Background: an optimization exercise with open tools, aiming at a short achievable clock period and few clock cycles. Do not read the settings as production practice.
Function was not checked in any run shown here: the RTL went through the layout flow alone.
No activity file was given, so power comes from the tool's default toggle rates.

### config.mk
export PLATFORM = sky130hd
export DESIGN_NAME = riscv_cpu
export DESIGN_NICKNAME = riscv_cpu
export VERILOG_FILES = /design/flow/design.v
export SDC_FILE = /design/flow/constraint.sdc
export NUM_CORES = 4
export LEC_CHECK = 0
export ABC_CLOCK_PERIOD_IN_PS = 2500
export CAP_MARGIN = 20
export CORE_MARGIN = 2
export CORE_UTILIZATION = 40
export PLACE_DENSITY = 0.6
export SETUP_SLACK_MARGIN = 4.5
export SLEW_MARGIN = 20
export TNS_END_PERCENT = 5
### design.v
package riscv_pkg;
endpackage
`timescale 1ns/100ps
module riscv_cpu (
    input  logic                 clk,
    input  logic                 reset,
    input  logic [32-1:0]     instr,
    output logic [32-1:0]     pc,
    input  logic [32-1:0]     read_data,
    output logic                 dmem_rd_en,
    output logic                 dmem_wr_en,
    output logic [32-1:0]     dmem_addr,
    output logic [32-1:0]     dmem_wr_data,
    input  logic                 cache_stall
);
    function automatic logic sum_is_zero(input logic [31:0] x, input logic [31:0] y,
                                         input logic cin);
        logic [31:0] t;
        logic [31:0] g;
        t = x ^ y;
        g = x | y;
        sum_is_zero = (t[0] == cin) && ((t[31:1] ^ g[30:0]) == 31'd0);
    endfunction
    function automatic logic alu_is_zero(input logic [31:0] x, input logic [31:0] y,
                                         input logic op_add, input logic op_sub,
                                         input logic op_and, input logic op_or,
                                         input logic op_xor);
        alu_is_zero = (op_add && sum_is_zero(x, y, 1'b0))
                   || (op_sub && sum_is_zero(x, ~y, 1'b1))
                   || (op_and && ((x & y) == 32'd0))
                   || (op_or  && ((x | y) == 32'd0))
                   || (op_xor && (x == y));
    endfunction
    logic [31:0] pc_q;
    logic        f_valid;
    logic [31:0] f_instr;
    logic [31:0] f_pc;
    logic        d_wrd;       
    logic [4:0]  d_rd;
    logic        d_ld;
    logic        d_st;
    logic        d_br;        
    logic        d_ne;
    logic        d_add;
    logic        d_sub;
    logic        d_and;
    logic        d_or;
    logic        d_xor;
    logic [31:0] d_a;         
    logic [31:0] d_b;         
    logic [31:0] d_s;         
    logic [31:0] d_target;
    logic        fa_res, fa_ld;    
    logic        fb_res, fb_ld;
    logic        fs_res, fs_ld;
    logic        e_wrd;
    logic [4:0]  e_rd;
    logic        e_ld;
    logic        e_st;
    logic [31:0] e_res;
    logic [31:0] e_sd;
    logic        e_zero;      
    logic [31:0] regs [1:31];
    logic        zflag [1:31];
    assign pc           = pc_q;
    assign dmem_rd_en   = e_ld;
    assign dmem_wr_en   = e_st;
    assign dmem_addr    = e_res;
    assign dmem_wr_data = e_sd;
    logic [31:0] mem_val;
    logic        mem_zero;
    assign mem_val  = e_ld ? read_data : e_res;
    assign mem_zero = e_ld ? (read_data == 32'd0) : e_zero;
    always_ff @(posedge clk) begin
        if (e_wrd && !cache_stall) begin
            regs[e_rd]  <= mem_val;
            zflag[e_rd] <= mem_zero;
        end
    end
    logic [6:0] opc;
    logic [2:0] f3;
    logic [4:0] rd, rs1, rs2;
    logic       f3_alu;
    logic       is_op, is_opi, is_ld, is_st, is_br;
    logic       i_add, i_sub, i_and, i_or, i_xor;
    logic       wrd;
    logic [31:0] imm_i, imm_s, imm_b;
    assign opc = f_instr[6:0];
    assign f3  = f_instr[14:12];
    assign rd  = f_instr[11:7];
    assign rs1 = f_instr[19:15];
    assign rs2 = f_instr[24:20];
    assign f3_alu = f3 == 3'b000 || (f3[2] && f3[1:0] != 2'b01);
    assign is_op  = f_valid && opc == 7'b0110011 && f3_alu && f_instr[31] == 1'b0
                    && f_instr[29:25] == 5'd0 && (!f_instr[30] || f3 == 3'b000);
    assign is_opi = f_valid && opc == 7'b0010011 && f3_alu;
    assign is_ld  = f_valid && opc == 7'b0000011 && f3 == 3'b010;
    assign is_st  = f_valid && opc == 7'b0100011 && f3 == 3'b010;
    assign is_br  = f_valid && opc == 7'b1100011 && f3[2:1] == 2'b00;
    assign i_xor = f3 == 3'b100;
    assign i_or  = f3 == 3'b110;
    assign i_and = f3 == 3'b111;
    assign i_sub = is_op && f_instr[30];
    assign i_add = !(i_xor || i_or || i_and) && !i_sub;
    assign wrd = (is_op || is_opi || is_ld) && rd != 5'd0;
    assign imm_i = {{20{f_instr[31]}}, f_instr[31:20]};
    assign imm_s = {{20{f_instr[31]}}, f_instr[31:25], f_instr[11:7]};
    assign imm_b = {{19{f_instr[31]}}, f_instr[31], f_instr[7], f_instr[30:25],
                    f_instr[11:8], 1'b0};
    logic [31:0] rv1, rv2;
    assign rv1 = (rs1 == 5'd0) ? 32'd0 : (e_wrd && e_rd == rs1) ? mem_val : regs[rs1];
    assign rv2 = (rs2 == 5'd0) ? 32'd0 : (e_wrd && e_rd == rs2) ? mem_val : regs[rs2];
    logic m1, m2;
    assign m1 = d_wrd && d_rd == rs1;
    assign m2 = d_wrd && d_rd == rs2;
    logic [31:0] id_target;
    assign id_target = f_pc + imm_b;
    logic [31:0] ex_a, ex_b, ex_s, ex_bx, ex_sum, ex_res;
    assign ex_a  = fa_ld ? read_data : fa_res ? e_res : d_a;
    assign ex_b  = fb_ld ? read_data : fb_res ? e_res : d_b;
    assign ex_s  = fs_ld ? read_data : fs_res ? e_res : d_s;
    assign ex_bx = d_sub ? ~ex_b : ex_b;
    assign ex_sum = ex_a + ex_bx + {31'd0, d_sub};
    assign ex_res = ({32{d_add || d_sub}} & ex_sum)
                  | ({32{d_and}} & (ex_a & ex_b))
                  | ({32{d_or}}  & (ex_a | ex_b))
                  | ({32{d_xor}} & (ex_a ^ ex_b));
    logic ex_zero;
    assign ex_zero = alu_is_zero(ex_a, ex_b, d_add, d_sub, d_and, d_or, d_xor);
    logic ex_redirect;
    assign ex_redirect = d_br && ((ex_a == ex_s) != d_ne);
    logic [4:0]  r;
    logic        br_z1, br_z2;
    logic        hit_ex, hit_mem;
    logic        z_ex, z_val;
    logic        id_ok;
    logic        id_redirect;
    logic [31:0] ea_early, eb_early;
    assign br_z1 = rs1 == 5'd0;
    assign br_z2 = rs2 == 5'd0;
    assign r     = br_z1 ? rs2 : rs1;
    assign hit_ex  = d_wrd && d_rd == r;
    assign hit_mem = e_wrd && e_rd == r;
    assign ea_early = fa_res ? e_res : d_a;
    assign eb_early = fb_res ? e_res : d_b;
    assign z_ex  = alu_is_zero(ea_early, eb_early, d_add, d_sub, d_and, d_or, d_xor);
    assign z_val = (r == 5'd0) ? 1'b1 : hit_ex ? z_ex : hit_mem ? mem_zero : zflag[r];
    assign id_ok = (br_z1 || br_z2) && !(hit_ex && (d_ld || fa_ld || fb_ld));
    assign id_redirect = is_br && id_ok && (z_val != f3[0]);
    always_ff @(posedge clk) begin
        if (reset) begin
            pc_q    <= 32'h0000_0000;
            f_valid <= 1'b0;
        end else if (!cache_stall) begin
            if (ex_redirect) begin
                pc_q <= d_target;
            end else if (id_redirect) begin
                pc_q <= id_target;
            end else begin
                pc_q <= pc_q + 32'd4;
            end
            f_valid <= !(ex_redirect || id_redirect);
        end
    end
    always_ff @(posedge clk) begin
        if (!cache_stall) begin
            f_instr <= instr;
            f_pc    <= pc_q;
        end
    end
    always_ff @(posedge clk) begin
        if (reset || (!cache_stall && ex_redirect)) begin
            d_wrd <= 1'b0;
            d_ld  <= 1'b0;
            d_st  <= 1'b0;
            d_br  <= 1'b0;
        end else if (!cache_stall) begin
            d_wrd <= wrd;
            d_ld  <= is_ld;
            d_st  <= is_st;
            d_br  <= is_br && !id_ok;
        end
    end
    always_ff @(posedge clk) begin
        if (!cache_stall) begin
            d_rd     <= rd;
            d_ne     <= f3[0];
            d_add    <= i_add;
            d_sub    <= i_sub;
            d_and    <= i_and;
            d_or     <= i_or;
            d_xor    <= i_xor;
            d_a      <= rv1;
            d_b      <= is_op ? rv2 : is_st ? imm_s : imm_i;
            d_s      <= rv2;
            d_target <= id_target;
            fa_res   <= m1 && !d_ld;
            fa_ld    <= m1 && d_ld;
            fb_res   <= m2 && is_op && !d_ld;
            fb_ld    <= m2 && is_op && d_ld;
            fs_res   <= m2 && !d_ld;
            fs_ld    <= m2 && d_ld;
        end
    end
    always_ff @(posedge clk) begin
        if (reset) begin
            e_wrd <= 1'b0;
            e_ld  <= 1'b0;
            e_st  <= 1'b0;
        end else if (!cache_stall) begin
            e_wrd <= d_wrd;
            e_ld  <= d_ld;
            e_st  <= d_st;
        end
    end
    always_ff @(posedge clk) begin
        if (!cache_stall) begin
            e_rd   <= d_rd;
            e_res  <= ex_res;
            e_sd   <= ex_s;
            e_zero <= ex_zero;
        end
    end
endmodule
### run.sh
#!/bin/bash
# synth_recipe.tcl (not shown) runs the flow's synth.tcl, then flattens the netlist and writes it again
# the make line also repeats each setting of config.mk as NAME=value (left out here)
make -C /OpenROAD-flow-scripts/flow DESIGN_CONFIG=/design/flow/config.mk WORK_HOME=/design/flow/orfs CLKGATE_MAP_FILE= SYNTH_SCRIPT=/design/flow/synth_recipe.tcl finish
### constraint.sdc
create_clock -name core_clock -period 7.5 [get_ports {clk}]
set_input_delay 1.5000 -clock core_clock [delete_from_list [all_inputs] [get_ports {clk}]]
set_output_delay 1.5000 -clock core_clock [all_outputs]
set_load 0.01 [all_outputs]
==> impl_metrics.env, run 1 <==
export IMPL_result_of_the_run="finished clean"
export IMPL_post_synthesis_instance_area_um2=71800
export IMPL_tritoncts="yes"
export IMPL_rsz0062_at_grt="yes"
export IMPL_worst_ir_drop_on_vdd_mv=0.251
export IMPL_area_growth_pct=19.6
export IMPL_dr_first_iter_drc_count=6197
export IMPL_drt_total_wl_mm=253
export IMPL_power_share_sequential_pct=42.7
export IMPL_timing_critical_path_arrival_ps=4950
export IMPL_r2r_slack_ps=3100
export IMPL_rows=155
export IMPL_clock_insertion_delay_worst_skew_ps=830
export IMPL_dominant_combinational_cell_family_by_area_after_synthesis="multiplexers"
export IMPL_fin_total_pwr_uw=21200
export IMPL_ioPinCount=165
export IMPL_synthesized_flop_and_latch_total=1347
export IMPL_wire_length_of_the_first_global_routing_pass_mm=354
export IMPL_syn_num_nets=5088
export IMPL_worst_clock_skew_ps=33.1
export IMPL_antenna_left=0
export IMPL_setup_tns_ps=0
export IMPL_via_count_of_the_first_global_routing_pass=47100
export IMPL_floorplan_die_width_um=428
export IMPL_cts_inserted_buffers=148
export IMPL_final_period_minus_worst_setup_slack_ps=4400
export IMPL_initial_antenna_violation_count=8
export IMPL_cts_max_level=4
export IMPL_dp_hpwl_mm=161
export IMPL_post_synthesis_share_of_cell_area_spent_on_and_or_nand_and_nor_gates_pct=4.61
export IMPL_path_clk_slew_ps=60
export IMPL_fmax_mhz=227
export IMPL_synth_area_top_cells="sky130_fd_sc_hd__edfxtp_1, sky130_fd_sc_hd__mux4_2, sky130_fd_sc_hd__ha_1, sky130_fd_sc_hd__mux2i_1, sky130_fd_sc_hd__xnor2_1"
export IMPL_worstSetupPathType="reg2reg"
export IMPL_synth_top_cell_area_share_pct=54.5
export IMPL_synth_adder_area_share_pct=4.43
export IMPL_setup_viol_count_final=0
export IMPL_clockPowerShare_pct=34.2
export IMPL_vias=47800
export IMPL_clockBufferDepth=3
export IMPL_critical_path_peak_fanout=7
export IMPL_cp_end_kind="flop"
export IMPL_power_share_combinational_pct=23.1
export IMPL_final_period_utilization_pct=58.6
export IMPL_initial_util_pct=40.2
export IMPL_synth_compound_area_share_pct=7.34
export IMPL_cts_root_buf="sky130_fd_sc_hd__clkbuf_16"
export IMPL_post_drt_wl_per_cell_um=33.5
export IMPL_synthMostInstantiatedCell="sky130_fd_sc_hd__edfxtp_1"
export IMPL_layout_drive_gt1_share_pct=28.0
export IMPL_cts_sink_cnt=1347
export IMPL_synthMuxAreaShare_pct=21.6
export IMPL_globalRouteTotalUtil_pct=27.3
export IMPL_netSwitchingPower_uw=6320
export IMPL_synthesis_area_per_instance_um2=15.1
export IMPL_core_area_um2=178000
export IMPL_dieHeight_um=428
export IMPL_synthXorXnorAreaFrac_pct=3.43
export IMPL_grt_ovfl_total=0
export IMPL_p_leak_uw=0.0294
export IMPL_count_of_yosys_warnings_during_synthesis=1
export IMPL_maxCapViolations=0
export IMPL_netlist_top_cells_count="sky130_fd_sc_hd__edfxtp_1, sky130_fd_sc_hd__mux4_2, sky130_fd_sc_hd__mux2i_1"
export IMPL_iteration_count_of_the_initial_detailed_routing_pass=9
export IMPL_yosys_most_used_dff="sky130_fd_sc_hd__edfxtp_1"
export IMPL_syn_inst=4768
export IMPL_gp_congestion=1.00
export IMPL_die_area_um2=183000
export IMPL_holdBufCountCts=0
export IMPL_port_buffers=164
export IMPL_route_detailed_drc=0
export IMPL_switching_share_pct=29.8
export IMPL_synth_edff_count=1302
export IMPL_final_max_slew_viol_count=0
export IMPL_hold_class="reg2reg"
export IMPL_finish_net_count=5396
export IMPL_worst_slew_pin_transition_ps=1170
export IMPL_proportion_of_register_bits_with_asynchronous_set_or_reset_after_synthesis_pct=0
export IMPL_crit_path_start_kind="flop"
export IMPL_grt_start_max_net_pins=99
export IMPL_pwr_density_cell_nw_per_um2=247
export IMPL_timing_final_hold_violations=0
export IMPL_post_synthesis_sequential_area_ratio_pct=55.7
export IMPL_internal_power_uw=14900
export IMPL_tightest_slew_margin_relative_to_the_limit_pct=21.2
export IMPL_vias_per_cell=6.32
export IMPL_netlist_cell_type_count=84
export IMPL_yosysTopAreaCell="sky130_fd_sc_hd__edfxtp_1"
export IMPL_cp_required_ps=8060
==> routing by layer <==
layer,track usage (%),routed length (um),vias to the layer above
met5,0,14,-
met2,43.7,119000,2540
met4,12.7,13700,2
li1,-,-,19800
met1,36.0,98200,24900
met3,5.33,22000,572
==> repair_timing <==
item,in CTS,in global routing
cloned,14,2
setup buffers,95,59
gates resized for setup,421,146
setup endpoints to repair,1481,1515
pin swaps,82,85
==> layout by cell type, fill, tap and decap left out, types with 22 or more instances in the layout <==
cell	synthesis	final
sky130_fd_sc_hd__edfxtp_1	1302	1302
sky130_fd_sc_hd__mux4_2	488	488
sky130_fd_sc_hd__mux2i_1	305	250
sky130_fd_sc_hd__ha_1	251	216
sky130_fd_sc_hd__nor2_1	244	205
sky130_fd_sc_hd__inv_1	220	203
sky130_fd_sc_hd__buf_4	2	192
sky130_fd_sc_hd__a21oi_1	203	184
sky130_fd_sc_hd__clkbuf_16	0	154
sky130_fd_sc_hd__clkdlybuf4s50_1	0	134
sky130_fd_sc_hd__xnor2_1	159	132
sky130_fd_sc_hd__o21ai_0	145	113
sky130_fd_sc_hd__xor2_1	122	108
sky130_fd_sc_hd__a211oi_1	112	107
sky130_fd_sc_hd__nand2_1	109	101
sky130_fd_sc_hd__mux2_2	111	82
sky130_fd_sc_hd__nand4_1	74	74
sky130_fd_sc_hd__a21o_1	52	52
sky130_fd_sc_hd__clkinv_1	1	45
sky130_fd_sc_hd__mux2i_4	0	44
sky130_fd_sc_hd__mux2_4	11	40
sky130_fd_sc_hd__dfxtp_1	45	39
sky130_fd_sc_hd__buf_6	7	36
sky130_fd_sc_hd__nor2_4	0	35
sky130_fd_sc_hd__a222oi_1	32	32
sky130_fd_sc_hd__nor4_1	50	31
sky130_fd_sc_hd__nand3_1	32	30
sky130_fd_sc_hd__buf_12	0	30
sky130_fd_sc_hd__clkbuf_1	190	29
sky130_fd_sc_hd__o221ai_1	29	26
sky130_fd_sc_hd__nor3_1	36	25
sky130_fd_sc_hd__a221oi_1	24	24
sky130_fd_sc_hd__o21ai_1	4	24
sky130_fd_sc_hd__ha_4	0	23
sky130_fd_sc_hd__nand2b_1	22	22
==> power groups by stage <==
stage          clock [uW]  combinational [uW]  sequential, uW
6_report             7250                4890            9040
2_1_floorplan           0                2620            9030
3_5_place_dp            0                4100            9210
4_1_cts              7350                4630            9040
3_3_place_gp            0                4100            9210
5_1_grt              7630                5130            9050
==> per-stage QoR <==
step                      util, %  setup WS (ps)  cell area (um^2)  hold WS [ps]  instances
final                        48.1           3100             85800           455       7557
after global routing         48.1           3020             85800           474       7556
after CTS                    47.4           3200             84600           455       7491
after detailed placement     43.0           1310             76700           444       7110
after global placement       42.9           1350             76600           444       7105
after floorplan                 -           3180             71900           426       4768
==> flip-flops by register name, summed over array words and instances (netlist names), 32 cells and up, named ones only <==
register and count:
regs 992, d_a 32, d_b 32, d_s 32
d_target 32, e_res 32, e_sd 32, f_instr 32
f_pc 32, pc_q 32
==> final cells by class <==
class                           instances  area (um^2)
Fill cell                           15200        92600
Sequential cell                      1347        40000
Multi-Input combinational cell       2902        32200
Timing Repair Buffer                  456         4970
Clock buffer                          183         3950
Tap cell                             2355         2950
Inverter                              221          850
Clock inverter                         89          818
Antenna cell                            4         10.0
==> critical path, stage by stage (launching register included) <==
cell and delay (ps):
sky130_fd_sc_hd__edfxtp_1 490, sky130_fd_sc_hd__buf_6 190, sky130_fd_sc_hd__mux2_2 410, sky130_fd_sc_hd__mux2i_4 230
sky130_fd_sc_hd__xnor2_1 110, sky130_fd_sc_hd__ha_2 400, sky130_fd_sc_hd__o21a_1 160, sky130_fd_sc_hd__o21ai_0 110
sky130_fd_sc_hd__a21oi_2 270, sky130_fd_sc_hd__nand3_1 150, sky130_fd_sc_hd__o211ai_1 480, sky130_fd_sc_hd__a21oi_2 170
sky130_fd_sc_hd__o31a_1 360, sky130_fd_sc_hd__o221ai_2 220, sky130_fd_sc_hd__a41oi_2 160, sky130_fd_sc_hd__a21oi_1 150
sky130_fd_sc_hd__o21ai_1 80
==> cells by family after synthesis <==
family | after synthesis
AOI/OAI and AO/OA | 781
adders and majority gates | 253
and+or+nand+nor | 668
buffers and inverters | 520
muxes | 918
xor gates and xnor gates | 281
DFF | 1347
==> worst paths after layout <==
check / end / startpoint / cells after the start
worst max-delay path: e_res[31] / fb_res / 16
worst min-delay path: d_target[0] / f_pc[0] / 0
worst max register to register: e_res[31] / fb_res / 16
worst min register to register: d_target[0] / f_pc[0] / 0
==> run 2, diff against run 1 <==
--- a/design.v
+++ b/design.v
@@ -32,7 +32,14 @@
                    || (op_xor && (x == y));
     endfunction
     logic [31:0] pc_q;
+    localparam int BTB_N = 4;
+    logic [BTB_N-1:0] btb_v;
+    logic [9:0]       btb_tag [BTB_N];
+    logic [31:0]      btb_tgt [BTB_N];
+    logic [BTB_N-1:0] btb_ptr;    
     logic        f_valid;
+    logic        f_pred;
+    logic [BTB_N-1:0] f_hit;
     logic [31:0] f_instr;
     logic [31:0] f_pc;
     logic        d_wrd;       
@@ -50,9 +57,15 @@
     logic [31:0] d_b;         
     logic [31:0] d_s;         
     logic [31:0] d_target;
+    logic [31:0] d_pc;
+    logic [31:0] d_fix;       
+    logic        d_pred;
+    logic        d_bwd;       
+    logic [BTB_N-1:0] d_hit;
     logic        fa_res, fa_ld;    
     logic        fb_res, fb_ld;
     logic        fs_res, fs_ld;
+    logic [3:0]  fsel;        
     logic        e_wrd;
     logic [4:0]  e_rd;
     logic        e_ld;
@@ -114,7 +127,22 @@
     assign m1 = d_wrd && d_rd == rs1;
     assign m2 = d_wrd && d_rd == rs2;
     logic [31:0] id_target;
+    logic [31:0] id_pc4;
     assign id_target = f_pc + imm_b;
+    assign id_pc4    = f_pc + 32'd4;
+    logic [BTB_N-1:0] hit;
+    logic             btb_hit;
+    logic [31:0]      btb_target;
+    logic             pc_hi_zero;
+    assign pc_hi_zero = pc_q[31:10] == 22'd0;
+    always_comb begin
+        btb_target = 32'd0;
+        for (int i = 0; i < BTB_N; i++) begin
+            hit[i] = btb_v[i] && pc_hi_zero && btb_tag[i] == pc_q[9:0];
+            btb_target = btb_target | ({32{hit[i]}} & btb_tgt[i]);
+        end
+    end
+    assign btb_hit = |hit;
     logic [31:0] ex_a, ex_b, ex_s, ex_bx, ex_sum, ex_res;
     assign ex_a  = fa_ld ? read_data : fa_res ? e_res : d_a;
     assign ex_b  = fb_ld ? read_data : fb_res ? e_res : d_b;
@@ -127,35 +155,89 @@
                   | ({32{d_xor}} & (ex_a ^ ex_b));
     logic ex_zero;
     assign ex_zero = alu_is_zero(ex_a, ex_b, d_add, d_sub, d_and, d_or, d_xor);
-    logic ex_redirect;
-    assign ex_redirect = d_br && ((ex_a == ex_s) != d_ne);
+    logic ex_taken, ex_redirect;
+    assign ex_taken    = (ex_a == ex_s) != d_ne;
+    assign ex_redirect = d_br && (ex_taken != d_pred);
     logic [4:0]  r;
     logic        br_z1, br_z2;
     logic        hit_ex, hit_mem;
     logic        z_ex, z_val;
     logic        id_ok;
     logic        id_redirect;
-    logic [31:0] ea_early, eb_early;
+    logic        z_00, z_10, z_01, z_11;
     assign br_z1 = rs1 == 5'd0;
     assign br_z2 = rs2 == 5'd0;
     assign r     = br_z1 ? rs2 : rs1;
     assign hit_ex  = d_wrd && d_rd == r;
     assign hit_mem = e_wrd && e_rd == r;
-    assign ea_early = fa_res ? e_res : d_a;
-    assign eb_early = fb_res ? e_res : d_b;
-    assign z_ex  = alu_is_zero(ea_early, eb_early, d_add, d_sub, d_and, d_or, d_xor);
-    assign z_val = (r == 5'd0) ? 1'b1 : hit_ex ? z_ex : hit_mem ? mem_zero : zflag[r];
-    assign id_ok = (br_z1 || br_z2) && !(hit_ex && (d_ld || fa_ld || fb_ld));
-    assign id_redirect = is_br && id_ok && (z_val != f3[0]);
+    assign z_00 = alu_is_zero(d_a,   d_b,   d_add, d_sub, d_and, d_or, d_xor);
+    assign z_10 = alu_is_zero(e_res, d_b,   d_add, d_sub, d_and, d_or, d_xor);
+    assign z_01 = alu_is_zero(d_a,   e_res, d_add, d_sub, d_and, d_or, d_xor);
+    assign z_11 = alu_is_zero(e_res, e_res, d_add, d_sub, d_and, d_or, d_xor);
+    assign z_ex = (fsel[0] && z_00) || (fsel[1] && z_10) || (fsel[2] && z_01)
+               || (fsel[3] && z_11);
+    assign z_val = (r == 5'd0) ? 1'b1 : hit_ex ? z_ex : hit_mem ? e_zero : zflag[r];
+    assign id_ok = (br_z1 || br_z2) && !(hit_ex && (d_ld || fa_ld || fb_ld))
+                && !(!hit_ex && hit_mem && e_ld);
+    logic id_taken;
+    assign id_taken    = z_val != f3[0];
+    assign id_redirect = (is_br && id_ok && (id_taken != f_pred))
+                      || (f_valid && f_pred && !is_br);
+    logic             btb_ins, btb_inv;
+    logic [9:0]       ins_tag;
+    logic [31:0]      ins_tgt;
+    logic [BTB_N-1:0] inv_hit;
+    always_comb begin
+        btb_ins = 1'b0;
+        btb_inv = 1'b0;
+        ins_tag = f_pc[9:0];
+        ins_tgt = id_target;
+        inv_hit = f_hit;
+        if (ex_redirect) begin
+            btb_ins = ex_taken && (1'b1 || d_bwd);
+            btb_inv = !ex_taken;
+            ins_tag = d_pc[9:0];
+            ins_tgt = d_target;
+            inv_hit = d_hit;
+        end else if (id_redirect) begin
+            btb_ins = !f_pred && (1'b1 || imm_b[31]);
+            btb_inv = f_pred;
+        end
+    end
+    always_ff @(posedge clk) begin
+        if (reset) begin
+            btb_v   <= '0;
+            btb_ptr <= BTB_N'(1);
+        end else if (!cache_stall) begin
+            if (btb_ins) begin
+                btb_v   <= btb_v | btb_ptr;
+                btb_ptr <= {btb_ptr[BTB_N-2:0], btb_ptr[BTB_N-1]};
+            end else if (btb_inv) begin
+                btb_v   <= btb_v & ~inv_hit;
+            end
+        end
+    end
+    always_ff @(posedge clk) begin
+        if (!cache_stall && btb_ins) begin
+            for (int i = 0; i < BTB_N; i++) begin
+                if (btb_ptr[i]) begin
+                    btb_tag[i] <= ins_tag;
+                    btb_tgt[i] <= ins_tgt;
+                end
+            end
+        end
+    end
     always_ff @(posedge clk) begin
         if (reset) begin
             pc_q    <= 32'h0000_0000;
             f_valid <= 1'b0;
         end else if (!cache_stall) begin
             if (ex_redirect) begin
-                pc_q <= d_target;
+                pc_q <= d_fix;
             end else if (id_redirect) begin
-                pc_q <= id_target;
+                pc_q <= f_pred ? id_pc4 : id_target;
+            end else if (btb_hit) begin
+                pc_q <= btb_target;
             end else begin
                 pc_q <= pc_q + 32'd4;
             end
@@ -166,6 +248,8 @@
         if (!cache_stall) begin
             f_instr <= instr;
             f_pc    <= pc_q;
+            f_pred  <= btb_hit;
+            f_hit   <= hit;
         end
     end
     always_ff @(posedge clk) begin
@@ -194,12 +278,21 @@
             d_b      <= is_op ? rv2 : is_st ? imm_s : imm_i;
             d_s      <= rv2;
             d_target <= id_target;
+            d_pc     <= f_pc;
+            d_fix    <= f_pred ? id_pc4 : id_target;
+            d_pred   <= f_pred;
+            d_bwd    <= imm_b[31];
+            d_hit    <= f_hit;
             fa_res   <= m1 && !d_ld;
             fa_ld    <= m1 && d_ld;
             fb_res   <= m2 && is_op && !d_ld;
             fb_ld    <= m2 && is_op && d_ld;
             fs_res   <= m2 && !d_ld;
             fs_ld    <= m2 && d_ld;
+            fsel[0]  <= !(m1 && !d_ld) && !(m2 && is_op && !d_ld);
+            fsel[1]  <=  (m1 && !d_ld) && !(m2 && is_op && !d_ld);
+            fsel[2]  <= !(m1 && !d_ld) &&  (m2 && is_op && !d_ld);
+            fsel[3]  <=  (m1 && !d_ld) &&  (m2 && is_op && !d_ld);
         end
     end
     always_ff @(posedge clk) begin
==> run 2 against run 1 <==
  * Largest power group unchanged
  * Critical path depth shrank 3
  * Clock-buffer cell count up 26
  * Critical path type is now in2reg
  * Clock skew increased by 59 ps
  * Non-clock buffer count is 216 higher
  * Sequential share of layout area shrank 1.1 points
==> impl_metrics.env, run 2 <==
export IMPL_crit_path_start_kind="input pin"
export IMPL_worstPathBufferInverterCount=2
export IMPL_timing_critical_path_arrival_ps=4970
export IMPL_worstSetupPathType="in2reg"
export IMPL_globalRouteTotalUtil_pct=29.4
export IMPL_fin_total_pwr_uw=25200
export IMPL_critPathLaunch="read_data[28]"
export IMPL_path_clk_slew_ps=60
export IMPL_critPathTopFamily="simple AND/OR/NAND/NOR gates"
export IMPL_worst_path_largest_cell_delay_ps=700
export IMPL_layout_drive_gt1_share_pct=25.5
export IMPL_final_period_utilization_pct=59.0
export IMPL_rows=169
export IMPL_port_buffers=164
export IMPL_iteration_count_of_the_initial_detailed_routing_pass=8
export IMPL_fmax_mhz=226
export IMPL_cts_max_level=4
export IMPL_synth_top_cell_area_share_pct=53.2
export IMPL_rsz0062_at_grt="yes"
export IMPL_worst_ir_drop_on_vdd_mv=0.275
export IMPL_synth_area_top_cells="sky130_fd_sc_hd__edfxtp_1, sky130_fd_sc_hd__mux4_2, sky130_fd_sc_hd__ha_1, sky130_fd_sc_hd__mux2i_1, sky130_fd_sc_hd__xnor2_1"
export IMPL_p_leak_uw=0.0357
export IMPL_fillCellCount=18300
export IMPL_finish_net_count=7028
export IMPL_cts_root_buf="sky130_fd_sc_hd__clkbuf_16"
export IMPL_grt_ovfl_total=0
export IMPL_stages_on_worst_setup_path=13
export IMPL_holdBufCountCts=0
export IMPL_area_growth_pct=19.7
export IMPL_cp_required_ps=8050
export IMPL_result_of_the_run="finished clean"
export IMPL_cp_end_kind="flop"
export IMPL_tritoncts="yes"
export IMPL_layout_cells_most_common="sky130_fd_sc_hd__edfxtp_1"
export IMPL_cp_common_cell="sky130_fd_sc_hd__nand2_1"
export IMPL_initial_antenna_violation_count=14
export IMPL_tightest_slew_margin_relative_to_the_limit_pct=21.4
export IMPL_layout_top_registers="regs: 992 flops, btb_tgt: 127 flops, btb_tag: 37 flops"
export IMPL_syn_num_nets=6533
export IMPL_worst_clock_skew_ps=92.0
export IMPL_synthMostInstantiatedCell="sky130_fd_sc_hd__edfxtp_1"
export IMPL_dp_hpwl_mm=213
export IMPL_count_of_yosys_warnings_during_synthesis=3
export IMPL_pwr_density_cell_nw_per_um2=245
export IMPL_synthesized_flop_and_latch_total=1573
export IMPL_final_period_minus_worst_setup_slack_ps=4420
export IMPL_largest_register="regs"
export IMPL_floorplan_die_width_um=467
export IMPL_ff2ff_path_depth=24
export IMPL_setup_tns_ps=0
export IMPL_worstPathCellList="dlygate4sd2_1 -> nand2_1 -> o21ai_0 -> xnor2_1 -> nor4_1 -> nand2_1 -> nor4_4 -> xnor2_2 -> o221ai_2 -> o21bai_4 -> a21oi_4 -> and2_4 -> buf_8"
export IMPL_yosysTopAreaCell="sky130_fd_sc_hd__edfxtp_1"
export IMPL_post_synthesis_instance_area_um2=85700
export IMPL_layout_cells_most_common_list="sky130_fd_sc_hd__edfxtp_1, sky130_fd_sc_hd__mux4_2, sky130_fd_sc_hd__ha_1"
export IMPL_timing_final_hold_violations=0
export IMPL_gp_congestion=1.02
export IMPL_via_count_of_the_first_global_routing_pass=57600
export IMPL_r2r_start="fa_res"
export IMPL_syn_inst=6022
export IMPL_hold_slack_ps=457
export IMPL_min_path_cells=0
export IMPL_dpl_instance_area_um2=91800
export IMPL_synthesis_area_per_instance_um2=14.2
export IMPL_ioPinCount=165
export IMPL_vias_per_cell=6.29
export IMPL_final_area_um2=103000
export IMPL_crit_path_top_delay_cell="sky130_fd_sc_hd__nor4_4"
export IMPL_vias=59700
export IMPL_dieHeight_um=467
export IMPL_post_drt_wl_per_cell_um=34.4
export IMPL_route_detailed_drc=0
export IMPL_dr_first_iter_drc_count=8250
export IMPL_final_max_slew_viol_count=0
export IMPL_worst_hold_startpoint="f_hit[3]"
export IMPL_utilization_pct=48.3
export IMPL_drt_total_wl_mm=326
export IMPL_hold_class="reg2reg"
export IMPL_r2r_slack_ps=3090
export IMPL_wire_length_of_the_first_global_routing_pass_mm=450
export IMPL_worst_slew_pin_transition_ps=1150
export IMPL_post_synthesis_sequential_area_ratio_pct=54.5
export IMPL_clock_insertion_delay_worst_skew_ps=870
export IMPL_grt_start_max_net_pins=158
export IMPL_proportion_of_register_bits_with_asynchronous_set_or_reset_after_synthesis_pct=0
export IMPL_netlist_cell_type_count=95
export IMPL_netlist_top_cells_count="sky130_fd_sc_hd__edfxtp_1, sky130_fd_sc_hd__mux4_2, sky130_fd_sc_hd__ha_1"
export IMPL_core_area_um2=213000
export IMPL_maxCapViolations=0
export IMPL_critical_path_peak_fanout=12
export IMPL_setup_viol_count_final=0
export IMPL_largest_register_ffs=992
export IMPL_cts_inserted_buffers=172
export IMPL_antenna_left=0
export IMPL_yosys_most_used_dff="sky130_fd_sc_hd__edfxtp_1"
export IMPL_synth_edff_count=1520
export IMPL_die_area_um2=218000
export IMPL_initial_util_pct=40.3
export IMPL_clockBufferDepth=3
export IMPL_cts_sink_cnt=1573
-- run 2: changes by cell type after synthesis, moves of 42 or more --
cell,change
sky130_fd_sc_hd__mux2_2,-55
sky130_fd_sc_hd__nand3_1,+45
sky130_fd_sc_hd__nor2_1,+48
sky130_fd_sc_hd__nor4_1,+53
sky130_fd_sc_hd__a21oi_1,+78
sky130_fd_sc_hd__o21ai_0,+44
sky130_fd_sc_hd__edfxtp_1,+218
sky130_fd_sc_hd__inv_1,+42
sky130_fd_sc_hd__clkbuf_1,+42
sky130_fd_sc_hd__xor2_1,+61
sky130_fd_sc_hd__ha_1,+191
sky130_fd_sc_hd__nand4_1,+70
sky130_fd_sc_hd__nand2_1,+138
sky130_fd_sc_hd__xnor2_1,+136
-- run 2: path summary, 6_finish.rpt --
kind / end
worst min-delay path: d_hit[3]
worst min register to register: d_hit[3]
worst max-delay path: btb_tgt[2][11]
worst max register to register: e_zero
-- run 2: timing repair --
action,in CTS,in global routing
pin swaps,72,19
setup buffers,270,24
setup endpoints to repair,1955,1918
hold endpoints to repair,0,0
gates cloned,18,6
resized for setup,444,57
-- run 2: final cells by class --
cell class	instances	area, um^2	share of cell area, %
clock buffer	209	4550	4.43
sequential	1573	46700	45.5
multi-input combinational	3832	38700	37.7
antenna	12	30.0	0.0293
timing repair inverter	1	7.51	0.00732
tap	2821	3530	3.44
clock inverter	107	1100	1.07
timing repair buffer	672	6830	6.66
inverter	265	1100	1.08
-- run 2: cell families after synthesis --
family / after synthesis / synth area share, %
AO/OA/AOI/OAI: 947 / 7.30
XOR/XNOR: 478 / 4.88
adder cells (fa/ha/maj): 444 / 6.50
buffers and inverters: 620 / 2.87
flip-flops: 1573 / 54.5
multiplexers: 871 / 17.5
AND/OR/NAND/NOR: 1089 / 6.45
-- run 2: report_power, final --
part	leakage [uW]	internal (uW)	switching, uW
Clock	0.00273	4830	3710
Sequential	0.0144	10300	291
Combinational	0.0186	2300	3760
Total	0.0357	17400	7760
-- run 2: layer usage --
metal	up-vias	GRT usage [%]	routed length [um]	part of all wire (%)
met3	671	7.11	34200	10
met2	3589	43.7	145000	44
met4	8	12.8	15800	4.8
met1	30800	40.8	131000	40
met5	-	0.285	70	0.021
li1	24700	-	-	-
-- run 2: metrics by stage --
stage                     cells  setup slack [ps]
after global routing       9484              3000
after global placement     8835              1280
after CTS                  9448              3210
final                      9492              3080
after detailed placement   8844              1230
after floorplan            6022              2950

[separate check: timing with driven ports]
How much do the figures lean on ideal ports? The routed layouts below were timed once more, with nothing changed but the port constraints.
Step 1 (the two cells are an assumption about what drives the block):
set clk [get_ports {clk}]
set_driving_cell -lib_cell sky130_fd_sc_hd__clkbuf_16 $clk
set_driving_cell -lib_cell sky130_fd_sc_hd__buf_2 [delete_from_list [all_inputs] $clk]
Step 2 adds t to the input delays and takes it off the output delays; t is the mean of the earliest and latest rising clock arrival at the registers after step 1. Input paths then give back, and output paths get back, about the clock's delay inside the block.
Slacks: no drivers / after step 1 / after step 2; pairs: no drivers / after step 1.
run | t, ns | slack for setup (ns) | worst hold slack (ns) | worst register clock-pin slew, ns | worst data-port slew with drivers (ns)
run 1 | 0.893 | 3.103 / 3.103 / 2.217 | 0.455 / 0.455 / 0.455 | 0.07 / 0.07 | 0.14
run 2 | 0.914 | 3.077 / 3.087 / 2.224 | 0.457 / 0.457 / 0.457 | 0.07 / 0.07 | 0.13
After both steps setup and hold are still met in every run listed. The setup slack of run 1, which loses most, moves by 0.000 ns with the drivers and by -0.886 ns with both steps.
